Context: an optimization exercise on an open-source flow, tuned for small area and a short achievable clock period. The choices shown serve that exercise and are no tape-out recipe. RTL that was checked went through simulation tests only; none was proved equivalent to the original. Power is estimated from default activity; no workload was simulated.

==> flow/design.v (excerpt) <==
module rs_decoder_top (
  input  logic               iclk,
  input  logic               ireset,
  input  logic               iclkena,
  input  logic               isop,
  input  logic               ival,
  input  rs_gf_pkg::data_t   idat,
  output logic               oerr_val,
  output rs_frame_pkg::pos_t oerr_pos,
  output rs_gf_pkg::data_t   oerr_mag,
  output logic               oframe_done,
  output rs_frame_pkg::cnt_t oerr_cnt,
  output logic               odecfail,
  output rs_frame_pkg::tag_t otag
);
Size: ~3300 cells after synthesis, about 40 I/O pins, ~0.037 mm2 of cells after synthesis.
==> flow/config.mk <==
export PLATFORM = sky130hd
export DESIGN_NAME = rs_decoder_top
export DESIGN_NICKNAME = rs_decoder_top
export VERILOG_FILES = /design/flow/design.v
export SDC_FILE = /design/flow/constraint.sdc
export NUM_CORES = 4
export LEC_CHECK = 0
export CAP_MARGIN = 0
export CORE_MARGIN = 2
export CORE_UTILIZATION = 60
export CTS_CLUSTER_DIAMETER = 100
export CTS_CLUSTER_SIZE = 22
export SLEW_MARGIN = 0
==> flow/constraint.sdc <==
create_clock -name core_clock -period 22.0 [get_ports {iclk}]
set_input_delay 4.4000 -clock core_clock [delete_from_list [all_inputs] [get_ports {iclk}]]
set_output_delay 4.4000 -clock core_clock [all_outputs]
set_load 0.01 [all_outputs]
standard.sh (not shown) runs the stock make flow with config.mk's settings and CLKGATE_MAP_FILE= SYNTH_SCRIPT=/design/flow/synth_recipe.tcl, a recipe that flattens the netlist after the stock synthesis.
==> flow/flow/run.sh <==
#!/bin/bash
# Standard layout, with the setup repair aiming well below the clock period:
# the clock and constraints are unchanged, repair_timing just works until
# the worst path is at most TARGET ns long.
set -euo pipefail
TARGET=${TARGET:-5.6}
export SETUP_SLACK_MARGIN=$(python3 -c "print(round($FLOW_PERIOD_NS - $TARGET, 3))")
bash standard.sh > standard_flow.log 2>&1
Then changed:
--- a/flow/flow/run.sh
+++ b/flow/flow/run.sh
@@ -4,5 +4,5 @@
 # the worst path is at most TARGET ns long.
 set -euo pipefail
-TARGET=${TARGET:-5.6}
+TARGET=${TARGET:-5.4}
 export SETUP_SLACK_MARGIN=$(python3 -c "print(round($FLOW_PERIOD_NS - $TARGET, 3))")
 bash standard.sh > standard_flow.log 2>&1
- CAP_MARGIN: 0 -> 20
- SLEW_MARGIN: 0 -> 20
Design area increases slightly.
Worst setup slack gains 0.018 ns.
Synthesized area does not change.
Critical path depth stays the same.
Clock-buffer cell count rises by 2.
Then changed:
--- a/flow/flow/run.sh
+++ b/flow/flow/run.sh
@@ -4,5 +4,5 @@
 # the worst path is at most TARGET ns long.
 set -euo pipefail
-TARGET=${TARGET:-5.4}
+TARGET=${TARGET:-5.6}
 export SETUP_SLACK_MARGIN=$(python3 -c "print(round($FLOW_PERIOD_NS - $TARGET, 3))")
 bash standard.sh > standard_flow.log 2>&1
Effect: Clock-buffer cell count went down by 2. Utilization went down by 0.22 points. Total power went down slightly. Routed wire length went up slightly. Register-to-register slack got worse by 0.24 ns.
Then changed:
- CORE_UTILIZATION: 60 -> 55
- CTS_CLUSTER_DIAMETER: 100 -> 120
- CTS_CLUSTER_SIZE: 22 -> 26
Outcome: Clock-buffer cell count is lower by 9. Die area is higher by a little under a tenth. Via count is lower by a few percent. Power is lower slightly. Synthesized area does not change. First-iteration DRC count is higher by a few percent. Clock power is lower by roughly a tenth. Wire length is higher slightly. Sequential power stays flat. Worst setup slack loses 0.073 ns.

========
== the reference run ==
rs_decoder_top, a different RTL version from the one above (not shown whole).
Size in the first run: about 3200 cells after synthesis, about 37000 um2 of cells after synthesis.
Settings: LEC_CHECK=0, CAP_MARGIN=20, CORE_MARGIN=2, CORE_UTILIZATION=60, CTS_BUF_LIST=sky130_fd_sc_hd__clkbuf_8, CTS_CLUSTER_DIAMETER=80, CTS_CLUSTER_SIZE=16, SLEW_MARGIN=20; clock period 22.0 ns.
==> flow/flow/run.sh <==
#!/bin/bash
# Standard layout, with the setup repair aiming well below the clock period:
# the clock and constraints are unchanged, repair_timing just works until
# the worst path is at most TARGET ns long.
set -euo pipefail
TARGET=${TARGET:-5.6}
export SETUP_SLACK_MARGIN=$(python3 -c "print(round($FLOW_PERIOD_NS - $TARGET, 3))")
bash standard.sh > standard_flow.log 2>&1
## Diff of input files: the trial run against the reference run
Settings: a change of CTS_CLUSTER_DIAMETER from 80 to 100; a deleted CTS_BUF_LIST that had been sky130_fd_sc_hd__clkbuf_8; a change of CTS_CLUSTER_SIZE from 16 to 22; a change of CORE_UTILIZATION from 60 to 70.
Results
Taking the reference run as the reference, in the trial run total routed wirelength dropped about 2%; mean cell area of the mapped netlist barely changed; source-to-sink clock delay at the later pin of the worst-skew pair dropped 0.12 ns; area overhead of the layout relative to synthesis climbed 0.66 points. The reference run has a lower total via count after detailed routing than the trial run. On power consumption, the reference run beats the trial run. Full die area ends up higher on the reference run.
No functional check of the RTL was part of any run of this note.

========
== build 67 ==
rs_decoder_top, a different RTL version from the one above (not shown whole).
For scale: roughly 3100 cells after synthesis, ~690 flip-flops, roughly 40 I/O pins.
Settings: LEC_CHECK=0, CAP_MARGIN=20, CORE_MARGIN=2, CORE_UTILIZATION=60, CTS_CLUSTER_DIAMETER=100, CTS_CLUSTER_SIZE=22, GPL_ROUTABILITY_DRIVEN=0, GPL_TIMING_DRIVEN=0, SLEW_MARGIN=20; clock period 22.0 ns.
Scripts as last shown in full above: flow/flow/run.sh
#### Input delta (build 38 over build 67)
diff --git a/flow/config.mk b/flow/config.mk
--- a/flow/config.mk
+++ b/flow/config.mk
@@ -13,2 +12,0 @@
-export GPL_ROUTABILITY_DRIVEN = 0
-export GPL_TIMING_DRIVEN = 0
[summary]
Part of the power in registers in build 38 is 0.8 points higher than in build 67. | wire length of the first global-routing pass | build 38 vs build 67 | about 6% lower |. The end point of the critical path comes out oerr_pos[2] in one run and oerr_pos[5] in the other, namely in build 67 and build 38 respectively. The post-placement cell area of build 38 falls short of that of build 67 by 1.8%. Wire: build 38 routes less than build 67. Summary of the comparison: count of clock-net buffers in the final layout is higher in build 38, relative to build 67. Compared build 38 vs build 67, and post-route non-filler standard cell count is down in build 38. Buffer count from post-CTS setup fixing is lower on build 38. Design area on build 38 is down relative to build 67. As far as multi-input gate area in the final layout is concerned, build 67 and build 38 perform about the same. Layout inverter count without the clock tree: build 38 vs build 67, no meaningful difference. Compared with build 67, build 38 shows max-slew headroom at the worst pin higher by 2.3 points.
Edits applied to the flow inputs when going from build 38 to build 66:
diff --git a/flow/config.mk b/flow/config.mk
--- a/flow/config.mk
+++ b/flow/config.mk
@@ -11,2 +11,2 @@
-export CTS_CLUSTER_DIAMETER = 100
-export CTS_CLUSTER_SIZE = 22
+export CTS_CLUSTER_DIAMETER = 60
+export CTS_CLUSTER_SIZE = 30
[summary]
Compared with build 38, build 66 shows a higher layout cell share with drive strength beyond 1.
The run showing the smaller core utilization is build 38.
Side by side, number of clock buffer instances in the layout turned out lower in build 66 than in build 38.
Static leakage, build 38 and build 66: smaller value in build 38
Build 38 → build 66: logic gate share of total power now sits lower, number of fillers in the final layout went down about 1%, non-clock buffer count +3.
Here is what was changed in the inputs of build 42 compared with build 66.
diff --git a/flow/config.mk b/flow/config.mk
--- a/flow/config.mk
+++ b/flow/config.mk
@@ -11,2 +11,3 @@
-export CTS_CLUSTER_DIAMETER = 60
-export CTS_CLUSTER_SIZE = 30
+export CTS_CLUSTER_DIAMETER = 100
+export CTS_CLUSTER_SIZE = 22
+export GPL_TIMING_DRIVEN = 0
## What came out
- Relative to build 66, the fraction of layout instances using a drive strength above 1 of build 42 is lower by 1.7 points.
- Re die footprint: no difference whatsoever between build 42 and build 66.
- Between build 42 and build 66, via count of the first global-routing pass is higher for build 42, build 66 comes in under that.
- Higher overall power after layout among build 42 and build 66: build 66
- Measured against each other, build 42 and build 66 differ in global-route usage, the higher figure coming from build 42.
- Compared with build 66, build 42 shows a number of antenna violations at the first check in global routing that is 1 lower.
- Of build 42 and build 66, the run reporting the higher data arrival time of the critical path was build 66.
- Clock power is higher on build 66
- Diff build 66..build 42 | multiplexer fraction of the synthesized cell area | unchanged
- Summary of build 42 over build 66: area occupied by registers closely matched the old numbers; overall routed net length increased by 7.4 mm relative to the old numbers.
Relative to build 42, the following input files were edited for build 45:
diff --git a/flow/config.mk b/flow/config.mk
--- a/flow/config.mk
+++ b/flow/config.mk
@@ -10 +10 @@
-export CORE_UTILIZATION = 60
+export CORE_UTILIZATION = 66
@@ -13 +12,0 @@
-export GPL_TIMING_DRIVEN = 0
Findings:
Looking at build 42 and build 45, the slack of the critical path is a wash.
Compared to build 42, build 45 has amount of wire on met3 after detailed routing 14% lower.
Going from build 42 to build 45, clock share of power shrinks by 0.2 points.
After detailed routing, build 42 needs more wire than build 45.
NOTE largest voltage drop on the vdd net build 42->build 45 decreased by more than a quarter
First-iteration DRC count went down by a few percent going from build 42 to build 45.
Sort build 42 and build 45 by met2 layer usage reported by global route desc -> top: build 42
On worst-skew pair later-pin latency, build 42 and build 45 are basically level.
The post-route worst hold slack of build 42 and that of build 45 are within noise of each other.

-- what the ideal ports hide --
The results above use ideal ports. As a check the final layouts listed here were re-extracted and re-timed, cells and wires unchanged.
Step 1, drivers: a clkbuf_16 drives iclk and a buf_2 each remaining input, both assumed.
Step 2 adds t to the input delays and takes it off the output delays; t is the mean of the earliest and latest rising clock arrival at the registers after step 1. Input paths then give back, and output paths get back, about the clock's delay inside the block.
a / b / c = no drivers / after step 1 / after step 2; a / b = the first two.
| run | t, ns | setup WS [ns] | hold slack, ns | worst setup path after step 2 | worst data-port slew with drivers (ns) |
|---|---|---|---|---|---|
| the first run of note 1 | 0.653 | 16.439 / 16.373 / 16.076 | 0.432 / 0.432 / 0.432 | input to register | 0.03 |
| the second run of note 1 | 0.651 | 16.457 / 16.393 / 16.194 | 0.449 / 0.449 / 0.449 | input to register | 0.04 |
| the third run of note 1 | 0.652 | 16.441 / 16.375 / 16.084 | 0.431 / 0.431 / 0.431 | input to register | 0.03 |
| the fourth run of note 1 | 0.714 | 16.368 / 16.301 / 15.811 | 0.430 / 0.430 / 0.430 | input to register | 0.05 |
| the reference run | 0.733 | 16.325 / 16.269 / 15.849 | 0.413 / 0.413 / 0.413 | input to register | 0.04 |
| the trial run | 0.646 | 16.422 / 16.360 / 15.900 | 0.438 / 0.438 / 0.438 | input to register | 0.04 |
| build 67 | 0.647 | 16.448 / 16.383 / 15.923 | 0.430 / 0.430 / 0.430 | input to register | 0.04 |
| build 38 | 0.642 | 16.430 / 16.365 / 15.932 | 0.439 / 0.439 / 0.439 | input to register | 0.04 |
| build 66 | 0.671 | 16.427 / 16.363 / 15.900 | 0.440 / 0.440 / 0.440 | input to register | 0.04 |
| build 42 | 0.648 | 16.446 / 16.380 / 15.981 | 0.428 / 0.428 / 0.428 | input to register | 0.04 |
| build 45 | 0.635 | 16.446 / 16.387 / 15.940 | 0.426 / 0.426 / 0.426 | input to register | 0.03 |
After both steps every run listed still meets setup and hold. The setup slack of the fourth run of note 1, which loses most, moves by -0.067 ns with the drivers and by -0.557 ns with both steps.
